This is an optimization exercise on Yosys and OpenROAD, whose aim is a short achievable clock period and few clock cycles per item, not a production implementation. The RTL was checked by simulation tests, not by an equivalence proof against the original design. No activity file was given, so power comes from the tool's default toggle rates.

==> flow/design.v <==
`default_nettype none
package rv_mini_pkg;
    typedef logic [31:0] word_t;      
    typedef logic [31:0] addr_t;      
    typedef logic [4:0]  reg_idx_t;   
    typedef logic [3:0]  sel_t;       
    localparam logic [6:0] OP_IMM   = 7'b0010011;
    localparam logic [6:0] OP_REG   = 7'b0110011;
    localparam logic [6:0] OP_LUI   = 7'b0110111;
    localparam logic [6:0] OP_JALR  = 7'b1100111;
    localparam logic [6:0] OP_LOAD  = 7'b0000011;
    localparam logic [6:0] OP_STORE = 7'b0100011;
    localparam logic [31:0] EBREAK_W = 32'h0010_0073;   
    localparam int unsigned IQ_DEPTH = 4;
endpackage
`default_nettype wire
`default_nettype none
module rv_mini_idu (
    input  rv_mini_pkg::word_t    inst,
    output logic                  is_addi,
    output logic                  is_add,
    output logic                  is_lui,
    output logic                  is_jalr,
    output logic                  is_lw,
    output logic                  is_lbu,
    output logic                  is_sw,
    output logic                  is_sb,
    output logic                  is_ebreak,
    output logic                  wen,       
    output logic                  use_rs1,
    output logic                  use_rs2,
    output rv_mini_pkg::reg_idx_t rd,
    output rv_mini_pkg::reg_idx_t rs1,
    output rv_mini_pkg::reg_idx_t rs2,
    output rv_mini_pkg::word_t    imm
);
    logic [6:0] opcode;
    logic [2:0] funct3;
    logic [6:0] funct7;
    assign opcode = inst[6:0];
    assign funct3 = inst[14:12];
    assign funct7 = inst[31:25];
    assign rd     = inst[11:7];
    assign rs1    = inst[19:15];
    assign rs2    = inst[24:20];
    assign is_ebreak = (inst == rv_mini_pkg::EBREAK_W);
    assign is_addi   = (opcode == rv_mini_pkg::OP_IMM)   && (funct3 == 3'b000);
    assign is_add    = (opcode == rv_mini_pkg::OP_REG)   && (funct3 == 3'b000) && (funct7 == 7'b0);
    assign is_lui    = (opcode == rv_mini_pkg::OP_LUI);
    assign is_jalr   = (opcode == rv_mini_pkg::OP_JALR)  && (funct3 == 3'b000);
    assign is_lw     = (opcode == rv_mini_pkg::OP_LOAD)  && (funct3 == 3'b010);
    assign is_lbu    = (opcode == rv_mini_pkg::OP_LOAD)  && (funct3 == 3'b100);
    assign is_sw     = (opcode == rv_mini_pkg::OP_STORE) && (funct3 == 3'b010);
    assign is_sb     = (opcode == rv_mini_pkg::OP_STORE) && (funct3 == 3'b000);
    assign wen     = (is_addi || is_add || is_lui || is_jalr || is_lw || is_lbu) && (rd != 5'd0);
    assign use_rs1 = is_addi || is_add || is_jalr || is_lw || is_lbu || is_sw || is_sb;
    assign use_rs2 = is_add || is_sw || is_sb;
    always_comb begin
        if (is_lui) begin
            imm = {inst[31:12], 12'b0};
        end else if (opcode == rv_mini_pkg::OP_STORE) begin
            imm = {{20{inst[31]}}, inst[31:25], inst[11:7]};
        end else begin
            imm = {{20{inst[31]}}, inst[31:20]};
        end
    end
endmodule
`default_nettype wire
`default_nettype none
module rv_mini_exu (
    input  rv_mini_pkg::word_t opa,       
    input  rv_mini_pkg::word_t addb,      
    input  rv_mini_pkg::word_t ops,       
    input  logic               fwd_a,
    input  logic               fwd_addb,
    input  logic               fwd_s,
    input  rv_mini_pkg::word_t wb_data,
    input  logic               is_byte,
    input  logic               is_store,
    output rv_mini_pkg::word_t a,
    output rv_mini_pkg::word_t b,
    output rv_mini_pkg::word_t s,
    output rv_mini_pkg::word_t sum,
    output rv_mini_pkg::word_t st_dat,
    output rv_mini_pkg::sel_t  st_sel
);
    assign a    = fwd_a    ? wb_data : opa;
    assign b    = fwd_addb ? wb_data : addb;
    assign s    = fwd_s    ? wb_data : ops;
    assign sum  = a + b;
    always_comb begin
        st_dat = is_byte ? {4{s[7:0]}} : s;
        if (is_store && is_byte) begin
            unique case (sum[1:0])
                2'd0: st_sel = 4'b0001;
                2'd1: st_sel = 4'b0010;
                2'd2: st_sel = 4'b0100;
                default: st_sel = 4'b1000;
            endcase
        end else begin
            st_sel = 4'b1111;
        end
    end
endmodule
`default_nettype wire
`default_nettype none
module rv_mini_wbu (
    input  rv_mini_pkg::word_t dat_r,
    input  logic [1:0]         byte_off,
    input  logic               is_byte,
    output rv_mini_pkg::word_t load_val
);
    logic [7:0] load_byte;
    always_comb begin
        unique case (byte_off)
            2'd0: load_byte = dat_r[7:0];
            2'd1: load_byte = dat_r[15:8];
            2'd2: load_byte = dat_r[23:16];
            default: load_byte = dat_r[31:24];
        endcase
        load_val = is_byte ? {24'b0, load_byte} : dat_r;
    end
endmodule
`default_nettype wire
`default_nettype none
module rv_mini_regfile (
    input  logic                  clk,
    input  logic                  rst_n,
    input  rv_mini_pkg::reg_idx_t raddr1,
    input  rv_mini_pkg::reg_idx_t raddr2,
    output rv_mini_pkg::word_t    rdata1,
    output rv_mini_pkg::word_t    rdata2,
    input  logic                  wen,
    input  rv_mini_pkg::reg_idx_t waddr,
    input  rv_mini_pkg::word_t    wdata
);
    rv_mini_pkg::word_t regs [1:31];   
    always_ff @(posedge clk) begin
        if (!rst_n) begin
            for (int i = 1; i < 32; i++) begin
                regs[i] <= '0;
            end
        end else if (wen && (waddr != '0)) begin
            regs[waddr] <= wdata;
        end
    end
    assign rdata1 = (raddr1 == '0) ? '0 : (wen && (waddr == raddr1)) ? wdata : regs[raddr1];
    assign rdata2 = (raddr2 == '0) ? '0 : (wen && (waddr == raddr2)) ? wdata : regs[raddr2];
endmodule
`default_nettype wire
`default_nettype none
module rv_mini_seq #(
    parameter int unsigned DEPTH = 4
) (
    input  logic               clk,
    input  logic               rst_n,
    input  logic               capture,
    input  logic               push,
    input  rv_mini_pkg::word_t push_inst,
    input  rv_mini_pkg::addr_t push_pc,
    input  logic               pop,
    input  logic               flush,
    output logic [DEPTH-1:0]   valid,
    output logic [DEPTH*32-1:0] inst,    
    output logic [DEPTH*32-1:0] pc
);
    logic [DEPTH-1:0] v_sh;    
    logic [DEPTH-1:0] slot;    
    logic [DEPTH*32-1:0] inst_sh, pc_sh;   
    assign inst_sh = {32'b0, inst[DEPTH*32-1:32]};
    assign pc_sh   = {32'b0, pc[DEPTH*32-1:32]};
    always_comb begin
        v_sh = pop ? (valid >> 1) : valid;
        slot = ~v_sh & {v_sh[DEPTH-2:0], 1'b1};
    end
    always_ff @(posedge clk) begin
        if (!rst_n || flush) begin
            valid <= '0;
        end else begin
            for (int i = 0; i < DEPTH; i++) begin
                valid[i] <= v_sh[i] || (push && slot[i]);
            end
        end
    end
    always_ff @(posedge clk) begin
        for (int i = 0; i < DEPTH; i++) begin
            if (capture && slot[i]) begin
                inst[32*i +: 32] <= push_inst;
                pc[32*i +: 32]   <= push_pc;
            end else if (pop) begin
                inst[32*i +: 32] <= inst_sh[32*i +: 32];
                pc[32*i +: 32]   <= pc_sh[32*i +: 32];
            end
        end
    end
endmodule
`default_nettype wire
`default_nettype none
module rv_mini_top #(
    parameter rv_mini_pkg::addr_t RESET_PC = 32'h0000_0000
) (
    input  logic        clk,
    input  logic        rst_n,
    output logic [31:0] wb_adr,
    output logic [31:0] wb_dat_w,
    output logic [3:0]  wb_sel,
    output logic        wb_we,
    output logic        wb_cyc,
    output logic        wb_stb,
    input  logic [31:0] wb_dat_r,
    input  logic        wb_ack,
    output logic        retire_valid,
    output logic [31:0] retire_pc,
    output logic [4:0]  retire_rd,
    output logic        retire_reg_wen,
    output logic [31:0] retire_data,
    output logic        halted
);
    localparam int unsigned N = rv_mini_pkg::IQ_DEPTH;
    logic               b_cyc;
    rv_mini_pkg::addr_t b_adr;
    rv_mini_pkg::word_t b_dat;
    rv_mini_pkg::sel_t  b_sel;
    logic               b_we;
    logic               b_fetch;    
    logic               b_disc;     
    logic               b_load;     
    logic               b_store;    
    rv_mini_pkg::reg_idx_t b_rd;
    logic               b_wen;
    logic               b_lbu;
    logic [1:0]         b_off;
    rv_mini_pkg::addr_t b_pc;       
    logic               q_v;
    rv_mini_pkg::addr_t q_adr;
    rv_mini_pkg::word_t q_dat;
    rv_mini_pkg::sel_t  q_sel;
    logic               q_load;
    logic               q_store;
    rv_mini_pkg::reg_idx_t q_rd;
    logic               q_wen;
    logic               q_lbu;
    logic [1:0]         q_off;
    rv_mini_pkg::addr_t q_pc;
    rv_mini_pkg::addr_t fpc;
    logic               e_v;
    rv_mini_pkg::addr_t e_pc;
    rv_mini_pkg::addr_t e_link;     
    logic               e_add, e_lui, e_jalr, e_lw, e_lbu, e_sw, e_sb, e_ebreak;
    logic               e_wen;
    logic               e_use1, e_use2;
    rv_mini_pkg::reg_idx_t e_rd, e_rs1, e_rs2;
    rv_mini_pkg::word_t e_opa, e_addb, e_ops;
    logic               e_fa, e_fb, e_fab;
    logic               w_v;
    rv_mini_pkg::addr_t w_pc;
    rv_mini_pkg::reg_idx_t w_rd;
    logic               w_wen;
    rv_mini_pkg::word_t w_data;
    logic               halt_q;
    logic               iq_push, iq_pop, iq_flush;
    logic [N-1:0]       iq_v;
    logic [N*32-1:0]    iq_inst;
    logic [N*32-1:0]    iq_pc;
    rv_mini_seq #(.DEPTH(N)) i_iq (
        .clk       (clk),
        .rst_n     (rst_n),
        .capture   (f_cur),
        .push      (iq_push),
        .push_inst (wb_dat_r),
        .push_pc   (b_adr),
        .pop       (iq_pop),
        .flush     (iq_flush),
        .valid     (iq_v),
        .inst      (iq_inst),
        .pc        (iq_pc)
    );
    logic d_addi, d_add, d_lui, d_jalr, d_lw, d_lbu, d_sw, d_sb, d_ebreak;
    logic d_wen, d_use1, d_use2;
    rv_mini_pkg::reg_idx_t d_rd, d_rs1, d_rs2;
    rv_mini_pkg::word_t d_imm;
    rv_mini_idu i_idu (
        .inst      (iq_inst[31:0]),
        .is_addi   (d_addi),
        .is_add    (d_add),
        .is_lui    (d_lui),
        .is_jalr   (d_jalr),
        .is_lw     (d_lw),
        .is_lbu    (d_lbu),
        .is_sw     (d_sw),
        .is_sb     (d_sb),
        .is_ebreak (d_ebreak),
        .wen       (d_wen),
        .use_rs1   (d_use1),
        .use_rs2   (d_use2),
        .rd        (d_rd),
        .rs1       (d_rs1),
        .rs2       (d_rs2),
        .imm       (d_imm)
    );
    rv_mini_pkg::word_t rf_a, rf_b;
    rv_mini_regfile i_rf (
        .clk    (clk),
        .rst_n  (rst_n),
        .raddr1 (d_rs1),
        .raddr2 (d_rs2),
        .rdata1 (rf_a),
        .rdata2 (rf_b),
        .wen    (w_v && w_wen),
        .waddr  (w_rd),
        .wdata  (w_data)
    );
    logic stop_fetch;
    always_comb begin
        stop_fetch = halt_q || (e_v && (e_jalr || e_ebreak));
        for (int i = 0; i < N; i++) begin
            if (iq_v[i] && (((iq_inst[32*i +: 7] == rv_mini_pkg::OP_JALR) && (iq_inst[32*i+12 +: 3] == 3'b000)) ||
                            (iq_inst[32*i +: 32] == rv_mini_pkg::EBREAK_W))) begin
                stop_fetch = 1'b1;
            end
        end
    end
    logic e_ld, e_st, e_mem, e_byte;
    assign e_ld   = e_lw || e_lbu;
    assign e_st   = e_sw || e_sb;
    assign e_mem  = e_ld || e_st;
    assign e_byte = e_lbu || e_sb;
    rv_mini_pkg::word_t x_a, x_b, x_s, x_sum, x_dat;
    rv_mini_pkg::sel_t  x_sel;
    rv_mini_exu i_exu (
        .opa      (e_opa),
        .addb     (e_addb),
        .ops      (e_ops),
        .fwd_a    (e_fa),
        .fwd_addb (e_fab),
        .fwd_s    (e_fb),
        .wb_data  (w_data),
        .is_byte  (e_byte),
        .is_store (e_st),
        .a        (x_a),
        .b        (x_b),
        .s        (x_s),
        .sum      (x_sum),
        .st_dat   (x_dat),
        .st_sel   (x_sel)
    );
    logic bus_ld, bus_mem, q_ld, load_out, mem_out;
    assign bus_ld   = b_cyc && b_load;
    assign bus_mem  = b_cyc && (b_load || b_store);
    assign q_ld     = q_v && q_load;
    assign load_out = bus_ld || q_ld;
    assign mem_out  = bus_mem || q_v;
    logic pend1, pend2, e_rdy, e_go, e_memgo, e_jgo, e_alu;
    assign pend1 = (bus_ld && b_wen && (b_rd == e_rs1)) || (q_ld && q_wen && (q_rd == e_rs1));
    assign pend2 = (bus_ld && b_wen && (b_rd == e_rs2)) || (q_ld && q_wen && (q_rd == e_rs2));
    assign e_rdy = !(e_use1 && pend1) && !(e_use2 && pend2);
    always_comb begin
        if (e_ld)          e_go = !q_v;
        else if (e_st)     e_go = !q_v && !load_out;
        else if (e_ebreak) e_go = !mem_out;
        else               e_go = !load_out;
        e_go = e_go && e_v && e_rdy && !halt_q;
    end
    assign e_memgo = e_go && e_mem;
    assign e_jgo   = e_go && e_jalr;
    assign e_alu   = e_go && !e_ld;           
    logic ack, free, f_cur, f_space, fetch_ok;
    assign ack      = b_cyc && wb_ack;
    assign free     = !b_cyc || wb_ack;
    assign f_cur    = b_cyc && b_fetch && !b_disc;    
    assign f_space  = f_cur ? !iq_v[N-2] : !iq_v[N-1];
    assign fetch_ok = f_space && !stop_fetch;
    rv_mini_pkg::addr_t b_adr4, nfa, j_tgt;
    assign b_adr4 = b_adr + 32'd4;
    assign nfa    = f_cur ? b_adr4 : fpc;
    assign j_tgt  = {x_sum[31:1], 1'b0};
    always_ff @(posedge clk) begin
        if (!rst_n) begin
            fpc <= RESET_PC;
        end else if (e_jgo) begin
            fpc <= j_tgt;
        end else if (f_cur) begin
            fpc <= b_adr4;
        end
    end
    always_ff @(posedge clk) begin
        if (!rst_n) begin
            b_cyc   <= 1'b1;            
            b_adr   <= RESET_PC;
            b_sel   <= 4'b1111;
            b_we    <= 1'b0;
            b_fetch <= 1'b1;
            b_disc  <= 1'b0;
            b_load  <= 1'b0;
            b_store <= 1'b0;
        end else if (free) begin
            if (q_v) begin
                b_cyc   <= 1'b1;
                b_adr   <= q_adr;
                b_dat   <= q_dat;
                b_sel   <= q_sel;
                b_we    <= q_store;
                b_fetch <= 1'b0;
                b_disc  <= 1'b0;
                b_load  <= q_load;
                b_store <= q_store;
                b_rd    <= q_rd;
                b_wen   <= q_wen;
                b_lbu   <= q_lbu;
                b_off   <= q_off;
                b_pc    <= q_pc;
            end else if (e_memgo) begin
                b_cyc   <= 1'b1;
                b_adr   <= {x_sum[31:2], 2'b00};
                b_dat   <= x_dat;
                b_sel   <= x_sel;
                b_we    <= e_st;
                b_fetch <= 1'b0;
                b_disc  <= 1'b0;
                b_load  <= e_ld;
                b_store <= e_st;
                b_rd    <= e_rd;
                b_wen   <= e_wen;
                b_lbu   <= e_lbu;
                b_off   <= x_sum[1:0];
                b_pc    <= e_pc;
            end else if (e_jgo || fetch_ok) begin
                b_cyc   <= 1'b1;
                b_adr   <= e_jgo ? j_tgt : nfa;
                b_sel   <= 4'b1111;
                b_we    <= 1'b0;
                b_fetch <= 1'b1;
                b_disc  <= 1'b0;
                b_load  <= 1'b0;
                b_store <= 1'b0;
            end else begin
                b_cyc   <= 1'b0;
                b_we    <= 1'b0;
                b_fetch <= 1'b0;
                b_disc  <= 1'b0;
                b_load  <= 1'b0;
                b_store <= 1'b0;
            end
        end else if (e_jgo) begin
            b_disc <= b_disc || b_fetch;   
        end
    end
    assign wb_adr   = b_adr;
    assign wb_dat_w = b_dat;
    assign wb_sel   = b_sel;
    assign wb_we    = b_we;
    assign wb_cyc   = b_cyc;
    assign wb_stb   = b_cyc;
    always_ff @(posedge clk) begin
        if (!rst_n) begin
            q_v <= 1'b0;
        end else begin
            q_v <= (q_v || e_memgo) && !free;
        end
        if (e_memgo) begin
            q_adr   <= {x_sum[31:2], 2'b00};
            q_dat   <= x_dat;
            q_sel   <= x_sel;
            q_load  <= e_ld;
            q_store <= e_st;
            q_rd    <= e_rd;
            q_wen   <= e_wen;
            q_lbu   <= e_lbu;
            q_off   <= x_sum[1:0];
            q_pc    <= e_pc;
        end
    end
    logic d_go;
    assign iq_push  = ack && b_fetch && !b_disc && !e_jgo;
    assign iq_flush = e_jgo;
    assign d_go     = iq_v[0] && (!e_v || e_go) && !e_jgo;
    assign iq_pop   = d_go;
    logic                  ld_ack;
    logic                  nw_wen;
    rv_mini_pkg::reg_idx_t nw_rd;
    assign ld_ack = ack && b_load;
    always_comb begin
        if (ld_ack) begin
            nw_wen = b_wen;
            nw_rd  = b_rd;
        end else begin
            nw_wen = e_alu && e_wen;
            nw_rd  = e_rd;
        end
    end
    always_ff @(posedge clk) begin
        if (!rst_n) begin
            e_v <= 1'b0;
        end else if (d_go) begin
            e_v      <= 1'b1;
            e_pc     <= iq_pc[31:0];
            e_link   <= iq_pc[31:0] + 32'd4;
            e_add    <= d_add;
            e_lui    <= d_lui;
            e_jalr   <= d_jalr;
            e_lw     <= d_lw;
            e_lbu    <= d_lbu;
            e_sw     <= d_sw;
            e_sb     <= d_sb;
            e_ebreak <= d_ebreak;
            e_wen    <= d_wen;
            e_use1   <= d_use1;
            e_use2   <= d_use2;
            e_rd     <= d_rd;
            e_rs1    <= d_rs1;
            e_rs2    <= d_rs2;
            e_opa    <= d_lui ? 32'd0 : rf_a;
            e_addb   <= d_add ? rf_b : d_imm;
            e_ops    <= rf_b;
            e_fa     <= !d_lui && nw_wen && (nw_rd == d_rs1);
            e_fb     <= nw_wen && (nw_rd == d_rs2);
            e_fab    <= d_add && nw_wen && (nw_rd == d_rs2);
        end else if (e_go) begin
            e_v <= 1'b0;
        end else begin
            e_opa <= x_a;
            e_addb <= x_b;
            e_ops <= x_s;
            e_fa  <= !e_lui && ld_ack && b_wen && (b_rd == e_rs1);
            e_fb  <= ld_ack && b_wen && (b_rd == e_rs2);
            e_fab <= e_add && ld_ack && b_wen && (b_rd == e_rs2);
        end
    end
    rv_mini_pkg::word_t ld_val;
    rv_mini_wbu i_wbu (
        .dat_r    (wb_dat_r),
        .byte_off (b_off),
        .is_byte  (b_lbu),
        .load_val (ld_val)
    );
    always_ff @(posedge clk) begin
        if (!rst_n) begin
            w_v    <= 1'b0;
            halt_q <= 1'b0;
        end else begin
            w_v <= ld_ack || e_alu;
            if (e_alu && e_ebreak) halt_q <= 1'b1;
        end
        if (bus_ld) begin
            w_pc   <= b_pc;
            w_rd   <= b_rd;
            w_wen  <= b_wen;
            w_data <= ld_val;
        end else if (e_alu) begin
            w_pc   <= e_pc;
            w_rd   <= e_rd;
            w_wen  <= e_wen;
            w_data <= e_jalr ? e_link : x_sum;
        end
    end
    assign retire_valid   = w_v;
    assign retire_pc      = w_pc;
    assign retire_rd      = w_rd;
    assign retire_reg_wen = w_wen;
    assign retire_data    = w_data;
    assign halted         = halt_q;
endmodule
`default_nettype wire
`default_nettype none
module rv_mini (
    input  logic        clk,
    input  logic        rst_n,
    output logic [31:0] wb_adr,
    output logic [31:0] wb_dat_w,
    output logic [3:0]  wb_sel,
    output logic        wb_we,
    output logic        wb_cyc,
    output logic        wb_stb,
    input  logic [31:0] wb_dat_r,
    input  logic        wb_ack,
    output logic        retire_valid,
    output logic [31:0] retire_pc,
    output logic [4:0]  retire_rd,
    output logic        retire_reg_wen,
    output logic [31:0] retire_data,
    output logic        halted
);
    rv_mini_top #(
        .RESET_PC (32'h0000_0000)
    ) i_rv_mini_top (
        .clk            (clk),
        .rst_n          (rst_n),
        .wb_adr         (wb_adr),
        .wb_dat_w       (wb_dat_w),
        .wb_sel         (wb_sel),
        .wb_we          (wb_we),
        .wb_cyc         (wb_cyc),
        .wb_stb         (wb_stb),
        .wb_dat_r       (wb_dat_r),
        .wb_ack         (wb_ack),
        .retire_valid   (retire_valid),
        .retire_pc      (retire_pc),
        .retire_rd      (retire_rd),
        .retire_reg_wen (retire_reg_wen),
        .retire_data    (retire_data),
        .halted         (halted)
    );
endmodule
`default_nettype wire
==> flow/flow/run.sh <==
#!/bin/bash
# The standard layout (the standard.sh: standard synthesis, floorplan,
# place, CTS, route, finish) with timing repair asked to keep a larger setup
# margin, so that it keeps optimising below the 10 ns clock. Constraints and
# clock are the design's; only the repair target changes.
set -euo pipefail
bash standard.sh SETUP_SLACK_MARGIN=6.6 finish > standard_flow.log 2>&1
==> flow/standard.sh <==
#!/bin/bash
# synth_recipe.tcl (not shown) runs the flow's synth.tcl, then flattens the netlist and writes it again
# the make line also repeats each setting of config.mk as NAME=value (left out here)
make -C /OpenROAD-flow-scripts/flow DESIGN_CONFIG=/design/flow/config.mk WORK_HOME=/design/flow/orfs CLKGATE_MAP_FILE= SYNTH_SCRIPT=/design/flow/synth_recipe.tcl "${@:-finish}"
==> flow/config.mk <==
export PLATFORM = sky130hd
export DESIGN_NAME = rv_mini
export DESIGN_NICKNAME = rv_mini
export VERILOG_FILES = /design/flow/design.v
export SDC_FILE = /design/flow/constraint.sdc
export NUM_CORES = 4
export LEC_CHECK = 0
export ABC_CLOCK_PERIOD_IN_PS = 3000
export CAP_MARGIN = 20
export CORE_MARGIN = 2
export CORE_UTILIZATION = 40
export PLACE_DENSITY = 0.6
export SETUP_SLACK_MARGIN = 5
export SLEW_MARGIN = 20
==> flow/constraint.sdc <==
create_clock -name core_clock -period 10.0 [get_ports {clk}]
set_input_delay 2.0000 -clock core_clock [delete_from_list [all_inputs] [get_ports {clk}]]
set_output_delay 2.0000 -clock core_clock [all_outputs]
set_load 0.01 [all_outputs]
==> results of run 1 <==
-- registers in the layout, summed over array words and instances (netlist names), 5 cells and up, named ones only --
signal and count:
i_rv_mini_top.q_adr 30, i_rv_mini_top.q_rd 5, i_rv_mini_top.b_rd 5, i_rv_mini_top.w_pc 32, i_rv_mini_top.e_rs1 5, i_rv_mini_top.w_rd 5
i_rv_mini_top.b_dat 32, i_rv_mini_top.i_rf.regs 1024, i_rv_mini_top.e_opa 32, i_rv_mini_top.q_dat 32, i_rv_mini_top.fpc 32, i_rv_mini_top.e_addb 32
i_rv_mini_top.b_adr 32, i_rv_mini_top.e_rd 5, i_rv_mini_top.b_pc 32, i_rv_mini_top.e_pc 30, i_rv_mini_top.w_data 32, i_rv_mini_top.i_iq.pc 128
i_rv_mini_top.e_link 32, i_rv_mini_top.q_pc 32, i_rv_mini_top.e_ops 32, i_rv_mini_top.i_iq.inst 128, i_rv_mini_top.e_rs2 5
-- repair_timing --
action,4_1_cts,5_1_grt
pin swaps,75,62
cloned,85,13
endpoints found under the setup margin,1451,1480
setup buffers,258,69
resized for setup,1196,167
-- synthesized netlist by cell type (38+ instances only) --
| master | n |
|---|---|
| a21oi_1 | 149 |
| clkbuf_1 | 446 |
| xnor2_1 | 62 |
| edfxtp_1 | 1719 |
| buf_1 | 78 |
| o211ai_1 | 44 |
| mux2_2 | 335 |
| mux4_2 | 648 |
| nor2_1 | 164 |
| o21ai_0 | 212 |
| dfxtp_1 | 91 |
| nor3_1 | 38 |
| xor2_1 | 56 |
| nand2_1 | 454 |
| inv_1 | 38 |
| mux2i_1 | 134 |
| and2_1 | 1068 |
| nand3_1 | 78 |
-- area by class of cell --
cell class | count | area share
antenna | 23 | 0.000520
clock buffer | 254 | 0.0466
clock inverter | 102 | 0.00879
inverter | 40 | 0.00147
multi-input combinational | 3841 | 0.342
sequential | 1810 | 0.484
tap | 3009 | 0.0340
timing repair buffer | 744 | 0.0823
-- power by group through the flow --
stage	clock [mW]	combinational, mW	sequential [mW]
5_1_grt	7.46	6.60	9.39
3_5_place_dp	0	4.71	9.55
2_1_floorplan	0	3.00	9.27
4_1_cts	7.16	5.97	9.34
6_report	7.12	6.48	9.36
3_3_place_gp	0	4.68	9.52
-- critical path: stages, from the launching register on --
cell and delay, ps:
edfxtp_1 410, buf_6 140, buf_12 130, buf_12 140, buf_4 150, mux2_2 310
ha_4 360, nand2_1 170, a21oi_1 240, o21bai_1 90, a21oi_1 150, a21oi_2 60
nand2_2 130, a21oi_4 80, buf_6 120, o311ai_4 300, xor2_2 230, mux2i_1 100
a21oi_1 220
-- through the flow --
stage | hold slack (ps) | power [mW] | utilization | worst slack (ps)
3_5_place_dp | 406 | 14.3 | 0.426 | 4940
5_1_grt | 437 | 23.4 | 0.488 | 6140
6_report | 422 | 23.0 | 0.488 | 6230
2_1_floorplan | 400 | 12.3 | - | 5640
4_1_cts | 421 | 22.5 | 0.481 | 6250
3_3_place_gp | 402 | 14.2 | 0.426 | 4990
-- worst paths after layout --
kind | startpoint | slack [ps] | endpoint
setup / recovery | i_rv_mini_top.e_fab$_DFFE_PP_ | 6230 | i_rv_mini_top.w_data[30]$_DFFE_PP_
hold / removal | i_rv_mini_top.i_iq.pc[0]$_DFFE_PP_ | 420 | i_rv_mini_top.e_link[0]$_DFFE_PP_
setup reg to reg | i_rv_mini_top.e_fab$_DFFE_PP_ | 6230 | i_rv_mini_top.w_data[30]$_DFFE_PP_
hold reg to reg | i_rv_mini_top.i_iq.pc[0]$_DFFE_PP_ | 420 | i_rv_mini_top.e_link[0]$_DFFE_PP_
-- cell families (layout without fill, tap and decap cells) --
group / count (synthesis) / in the layout / share of synthesized area
buffers and inverters: 608 / 1140 / 0.0261
other: 1 / 55 / 0.0000412
AOI/OAI and AO/OA: 594 / 594 / 0.0393
muxes: 1117 / 1117 / 0.216
DFF: 1810 / 1810 / 0.587
adders and majority gates: 34 / 34 / 0.00475
xor gates and xnor gates: 118 / 118 / 0.0114
and+or+nand+nor: 1930 / 1946 / 0.115
-- routing by layer --
metal  up-vias  global-route usage
li1      24561                   -
met1     31819               0.384
met2      4395               0.452
met3       944              0.0774
met4        14               0.191
met5         -                   0
-- placed cells by master, fill, tap and decap left out, types with 57 or more instances in the layout --
cell,count
a21oi_1,124
edfxtp_1,1719
buf_4,334
buf_12,62
nand2_1,429
o21ai_0,144
buf_6,131
nand3_1,70
and2_1,1065
mux2i_1,102
mux4_2,648
mux2_2,323
bufbuf_16,57
buf_2,64
clkbuf_16,206
nor2_1,116
==> flow_metrics.env, run 1 <==
export IMPL_status="no timing/DRC/antenna violations"
export IMPL_cts_path_max_buffers=3
export IMPL_fin_crit_sh=0.377
export IMPL_vias=61733
export IMPL_vdd_drop_max_mv=0.210
export IMPL_fmax_ghz=0.265
export IMPL_crit_path_end_kind="register"
export IMPL_syn2layout_area_growth_pct=21.6
export IMPL_dieArea_sq_mm=0.231
export IMPL_switching_power_mw=7.34
export IMPL_ys_top_cells_by_area="edfxtp_1 57%, mux4_2 16%, and2_1 7.3%"
export IMPL_insertion_delay_ps=910
export IMPL_vias_per_cell=6.28
export IMPL_synth_edff_count=1719
export IMPL_multiInputGateArea_sq_mm=0.0379
export IMPL_rsz0062_at_grt="yes"
export IMPL_dr_max_layer_used="met5"
export IMPL_synth_cell_types=75
export IMPL_wl_met3_um=41600
export IMPL_start_util=0.401
export IMPL_wire_per_inst_um=35.9
export IMPL_std_cell_rows=175
export IMPL_layout_min_cycle_time_ps=3770
export IMPL_grt_max_degree=82
export IMPL_fin_worst_skew_ps=64.2
export IMPL_p_int_mw=15.6
export IMPL_p_per_area_mw_per_mm2=207
export IMPL_ys_seq_area_frac=0.587
export IMPL_dr_pass1_iters=6
export IMPL_ys_ff_latch=1810
export IMPL_syn_area_sq_mm=0.0910
export IMPL_yosys_area_top_type="edfxtp_1"
export IMPL_cts_tree="built"
export IMPL_hold_depth=0
export IMPL_yosysTopAreaCellShare=0.567
export IMPL_holdCritPathClass="reg -> reg"
export IMPL_finalNonFillerCells=9823
export IMPL_worst_ep_required_time_ps=10690
export IMPL_final_area_sq_mm=0.111
export IMPL_die_height_um=481
export IMPL_wl_met1_um=126000
export IMPL_drive_above_1_share=0.342
export IMPL_drv_cap=0
export IMPL_first_global_vias=59705
export IMPL_arrival_ps=4460
export IMPL_setup_violations=0
export IMPL_async_flop_share=0
export IMPL_max_slew_worst_pin_slew_ps=1150
export IMPL_place_inst=9018
export IMPL_p_seq_frac=0.407
export IMPL_rr_worst_depth=18
export IMPL_portBuffers=177
export IMPL_synth_avg_cell_area_sq_um=14.7
export IMPL_grt_pass1_wl_um=480000
export IMPL_route_met2_wl_um=158000
export IMPL_yosys_warnings=6
export IMPL_core_area_sq_mm=0.227
export IMPL_drc=0
export IMPL_die_w_um=481
export IMPL_cts_inserted_buffers=193
export IMPL_syn_inst=6212
export IMPL_final_seq_area_sq_mm=0.0536
export IMPL_hold_viol=0
export IMPL_clkTransAtPathRegs_ps=70
export IMPL_max_slew_margin=0.231
export IMPL_setup_worst_path_class="reg -> reg"
export IMPL_grt_overflow=0
export IMPL_fin_tns_setup_ps=0
export IMPL_p_sw_frac=0.320
export IMPL_leakage_nw=39.9
export IMPL_synth_flop_cell="edfxtp_1"
export IMPL_maxSlewViolCount=0
export IMPL_startpoint_type="register"
export IMPL_cts_root_buffer="clkbuf_16"
export IMPL_place_congestion=0.904
export IMPL_place_hpwl_um=180000
export IMPL_final_antenna_net_count=0
export IMPL_pwr_share_comb=0.282
export IMPL_nFillCells=19092
export IMPL_nNetsFinal=6699
export IMPL_cp_max_fo=9
export IMPL_io_pins=178
export IMPL_htreeDepth=4
export IMPL_grt_total_usage=0.299
export IMPL_drt_total_wl_um=352000
export IMPL_antenna_found_initial=41
export IMPL_cts_sinks=1810
export IMPL_clockPowerShare=0.310
export IMPL_ctsHoldBuffers=0
export IMPL_place_area_sq_mm=0.0966
export IMPL_drt_iter0_drc=9918
Testbench counts, summed over its fixed seeds: cycles 60,365, insts 21,500.
==> run 2, diff against run 1 <==
==> flow/run.sh (new file) <==
#!/bin/bash
# synth_recipe.tcl (not shown) runs the flow's synth.tcl, then flattens the netlist and writes it again
# the make line also repeats each setting of config.mk as NAME=value (left out here)
make -C /OpenROAD-flow-scripts/flow DESIGN_CONFIG=/design/flow/config.mk WORK_HOME=/design/flow/orfs CLKGATE_MAP_FILE= SYNTH_SCRIPT=/design/flow/synth_recipe.tcl finish
removed: flow/flow/run.sh
removed: flow/standard.sh
==> run 2 against run 1 <==
  * Still clean
  * Maximum frequency fell by 23%
  * Final area down 7.2%
  * Flip-flop and latch count unchanged
  * Setup slack got worse by 1100 ps
  * Non-clock buffer count is 409 lower
  * Clock power hardly changed
  * Clock-buffer cell count rose by 2
  * Core utilization down 3.5 points
  * Total power down 7.0%
  * Critical path type unchanged
  * Critical endpoint is now i_rv_mini_top.b_adr[28]$_SDFFE_PN0P_
  * Largest power group unchanged
==> flow_metrics.env, run 2 <==
export IMPL_status="no timing/DRC/antenna violations"
export IMPL_r2r_slack_ps=5110
export IMPL_grt_overflow=0
export IMPL_async_flop_share=0
export IMPL_drive_above_1_share=0.239
export IMPL_worstHoldEndpoint="i_rv_mini_top.e_link[0]$_DFFE_PP_"
export IMPL_dr_pass1_iters=5
export IMPL_die_w_um=481
export IMPL_grt_total_usage=0.254
export IMPL_ys_seq_area_frac=0.587
export IMPL_ys_ff_latch=1810
export IMPL_insertion_delay_ps=900
export IMPL_drt_total_wl_um=296000
export IMPL_layout_min_cycle_time_ps=4890
export IMPL_largest_register_ffs=1024
export IMPL_drt_iter0_drc=7194
export IMPL_cts_tree="built"
export IMPL_yosys_area_top_type="edfxtp_1"
export IMPL_syn_area_sq_mm=0.0910
export IMPL_maxSlewViolCount=0
export IMPL_synth_common_cells="1719 x edfxtp_1, 1068 x and2_1, 648 x mux4_2"
export IMPL_cts_path_max_buffers=3
export IMPL_first_global_vias=56133
export IMPL_holdWs_ps=420
export IMPL_vdd_drop_max_mv=0.195
export IMPL_grt_pass1_wl_um=420000
export IMPL_cts_inserted_buffers=195
export IMPL_yosysMostFrequentCell="edfxtp_1"
export IMPL_max_slew_worst_pin_slew_ps=1160
export IMPL_synth_avg_cell_area_sq_um=14.7
export IMPL_cts_sinks=1810
export IMPL_r2r_end="i_rv_mini_top.b_adr[28]$_SDFFE_PN0P_"
export IMPL_holdCritPathClass="reg -> reg"
export IMPL_dieArea_sq_mm=0.231
export IMPL_place_congestion=0.900
export IMPL_synth_edff_count=1719
export IMPL_fmax_ghz=0.205
export IMPL_ctsHoldBuffers=0
export IMPL_nNetsFinal=6276
export IMPL_syn2layout_area_growth_pct=12.9
export IMPL_start_util=0.401
export IMPL_yosys_warnings=6
export IMPL_max_slew_margin=0.205
export IMPL_ys_top_cells_by_area="edfxtp_1 57%, mux4_2 16%, and2_1 7.3%"
export IMPL_vias=56259
export IMPL_fin_worst_skew_ps=87.3
export IMPL_top_regs="i_rv_mini_top.i_rf.regs x1024, i_rv_mini_top.i_iq.inst x128, i_rv_mini_top.i_iq.pc x128"
export IMPL_fin_tns_setup_ps=0
export IMPL_grt_max_degree=96
export IMPL_die_height_um=481
export IMPL_setup_violations=0
export IMPL_antenna_found_initial=25
export IMPL_startpoint_type="register"
export IMPL_min_from="i_rv_mini_top.i_iq.pc[0]$_DFFE_PP_"
export IMPL_hold_viol=0
export IMPL_nFillCells=19970
export IMPL_worst_ep_required_time_ps=10720
export IMPL_top_register="i_rv_mini_top.i_rf.regs"
export IMPL_crit_path_end_kind="register"
export IMPL_final_cell_mix="1719 x edfxtp_1, 1066 x and2_1, 648 x mux4_2, 448 x nand2_1, 335 x mux2_2"
export IMPL_io_pins=178
export IMPL_final_seq_area_sq_mm=0.0535
export IMPL_setup_worst_path_class="reg -> reg"
export IMPL_multiInputGateArea_sq_mm=0.0361
export IMPL_p_per_area_mw_per_mm2=208
export IMPL_final_antenna_net_count=0
export IMPL_synth_flop_cell="edfxtp_1"
export IMPL_cts_root_buffer="clkbuf_16"
export IMPL_syn_inst=6212
export IMPL_yosysTopAreaCellShare=0.567
export IMPL_core_area_sq_mm=0.227
export IMPL_std_cell_rows=175
export IMPL_arrival_ps=5610
export IMPL_leakage_nw=35.8
export IMPL_place_hpwl_um=181000
export IMPL_drv_cap=0
export IMPL_htreeDepth=4
export IMPL_portBuffers=177
export IMPL_layout_commonest_cell="edfxtp_1"
export IMPL_clkTransAtPathRegs_ps=60
export IMPL_drc=0
export IMPL_r2r_start="i_rv_mini_top.e_fa$_DFFE_PP_"
export IMPL_cp_max_fo=32
export IMPL_wire_per_inst_um=31.5
export IMPL_synth_cell_types=75
export IMPL_rr_worst_depth=16
export IMPL_fin_crit_sh=0.489
export IMPL_hold_depth=0
export IMPL_rsz0062_at_grt="no"
export IMPL_vias_per_cell=6.00
-- run 2: cell types whose count changed in the layout (fill, tap and decap cells not counted), moves of 36 or more --
cell	change
buf_4	-189
bufbuf_16	-57
buf_12	-53
buf_2	-64
dfxtp_1	+40
clkdlybuf4s50_1	+144
buf_6	-128
o21ai_0	+36
-- run 2: cells by family (layout without fill, tap and decap cells) --
| group | count (synthesis) | count (layout) | synth area share |
|---|---|---|---|
| other | 1 | 40 | 0.0000412 |
| buffers and inverters | 608 | 728 | 0.0261 |
| muxes | 1117 | 1117 | 0.216 |
| adders and majority gates | 34 | 34 | 0.00475 |
| xor gates and xnor gates | 118 | 118 | 0.0114 |
| AOI/OAI and AO/OA | 594 | 594 | 0.0393 |
| DFF | 1810 | 1810 | 0.587 |
| and+or+nand+nor | 1930 | 1930 | 0.115 |
-- run 2: critical path: stages, from the launching register on --
cell and delay, ps:
edfxtp_1 320, buf_4 430, mux2_2 300, ha_1 180, inv_1 70, fa_1 460
nor2b_1 160, o31a_1 200, o22ai_1 160, o31ai_1 500, a21oi_1 150, nand2_1 170
a21oi_1 150, o21ai_0 230, xor2_1 480, a2111oi_0 200, nor4_1 500
-- run 2: worst max path at each step --
stage	depth (start not counted)	to	from
6_report	16	i_rv_mini_top.b_adr[28]$_SDFFE_PN0P_	i_rv_mini_top.e_fa$_DFFE_PP_
5_1_grt	16	i_rv_mini_top.b_adr[28]$_SDFFE_PN0P_	i_rv_mini_top.e_fa$_DFFE_PP_
4_1_cts	12	i_rv_mini_top.e_opa[16]$_DFFE_PP_	i_rv_mini_top.e_lbu$_DFFE_PP_
3_5_place_dp	11	i_rv_mini_top.i_iq.inst[85]$_DFFE_PP_	i_rv_mini_top.e_lbu$_DFFE_PP_
3_3_place_gp	11	i_rv_mini_top.i_iq.inst[85]$_DFFE_PP_	i_rv_mini_top.e_lbu$_DFFE_PP_
2_1_floorplan	4	i_rv_mini_top.e_addb[0]$_DFFE_PP_	rst_n
-- run 2: per-stage QoR --
stage                     cells  worst slack [ps]  area [sq um]   util  total power, mW
after global routing       9373              5030        103000  0.453             22.0
after global placement     9014              4760         96400  0.425             14.2
after floorplan            6243              4380         91200      -             12.3
after detailed placement   9014              4630         96400  0.425             14.3
final                      9380              5110        103000  0.453             21.3
after CTS                  9367              5030        103000  0.453             21.4
-- run 2: where the power goes --
part           internal [mW]  switching, mW  leakage (nW)
Sequential              8.93          0.439          17.9
Combinational           1.87           2.98          14.9
Clock                   3.95           3.18          3.00
Total                   14.7           6.60          35.8
-- run 2: area by class of cell --
class                   instances  area share
flip-flops and latches       1810       0.520
clock buffers                 256      0.0507
repair buffers                335      0.0303
clock inverters                97     0.00987
multi-input cells            3825       0.351
well taps                    3009      0.0366
inverters                      40     0.00146
diodes                          8    0.000195
-- run 2: repair_timing --
item | CTS | global route
endpoints found under the setup margin | 186 | 317
setup buffers | 0 | 3
pin swaps | 0 | 1
gates resized for setup | 2 | 4
-- run 2: per-layer routing --
layer / wire [um] / vias up / track usage
li1: - / 23588 / -
met1: 115000 / 29279 / 0.339
met2: 136000 / 2779 / 0.393
met3: 27500 / 609 / 0.0556
met4: 16800 / 4 / 0.130
met5: 22 / - / 0

-- separate check: timing with driven ports --
The flow's constraints put no driver on any port. The routed layouts listed below were extracted and timed again, unchanged, in two steps. Step 1 sets driving cells, clkbuf_16 on the clock port and buf_2 on the other inputs (assumed; they add their load-dependent delay and slew). Step 2 adds t to the input delays and takes it off the output delays; t is the mean of the earliest and latest rising clock arrival at the registers after step 1. Input paths then give back, and output paths get back, about the clock's delay inside the block. Slacks: no drivers / after step 1 / after step 2; pairs: no drivers / after step 1.
| run | shift t [ns] | setup WS [ns] | worst slew at a driven data input, ns |
|---|---|---|---|
| run 1 | 0.974 | 6.228 / 6.173 / 5.702 | 0.03 |
| run 2 | 0.947 | 5.111 / 5.111 / 4.679 | 0.04 |
After both steps every run listed still meets setup and hold. For run 1, which loses most, drivers alone change the setup slack by -0.055 ns; drivers and shift together by -0.526 ns.
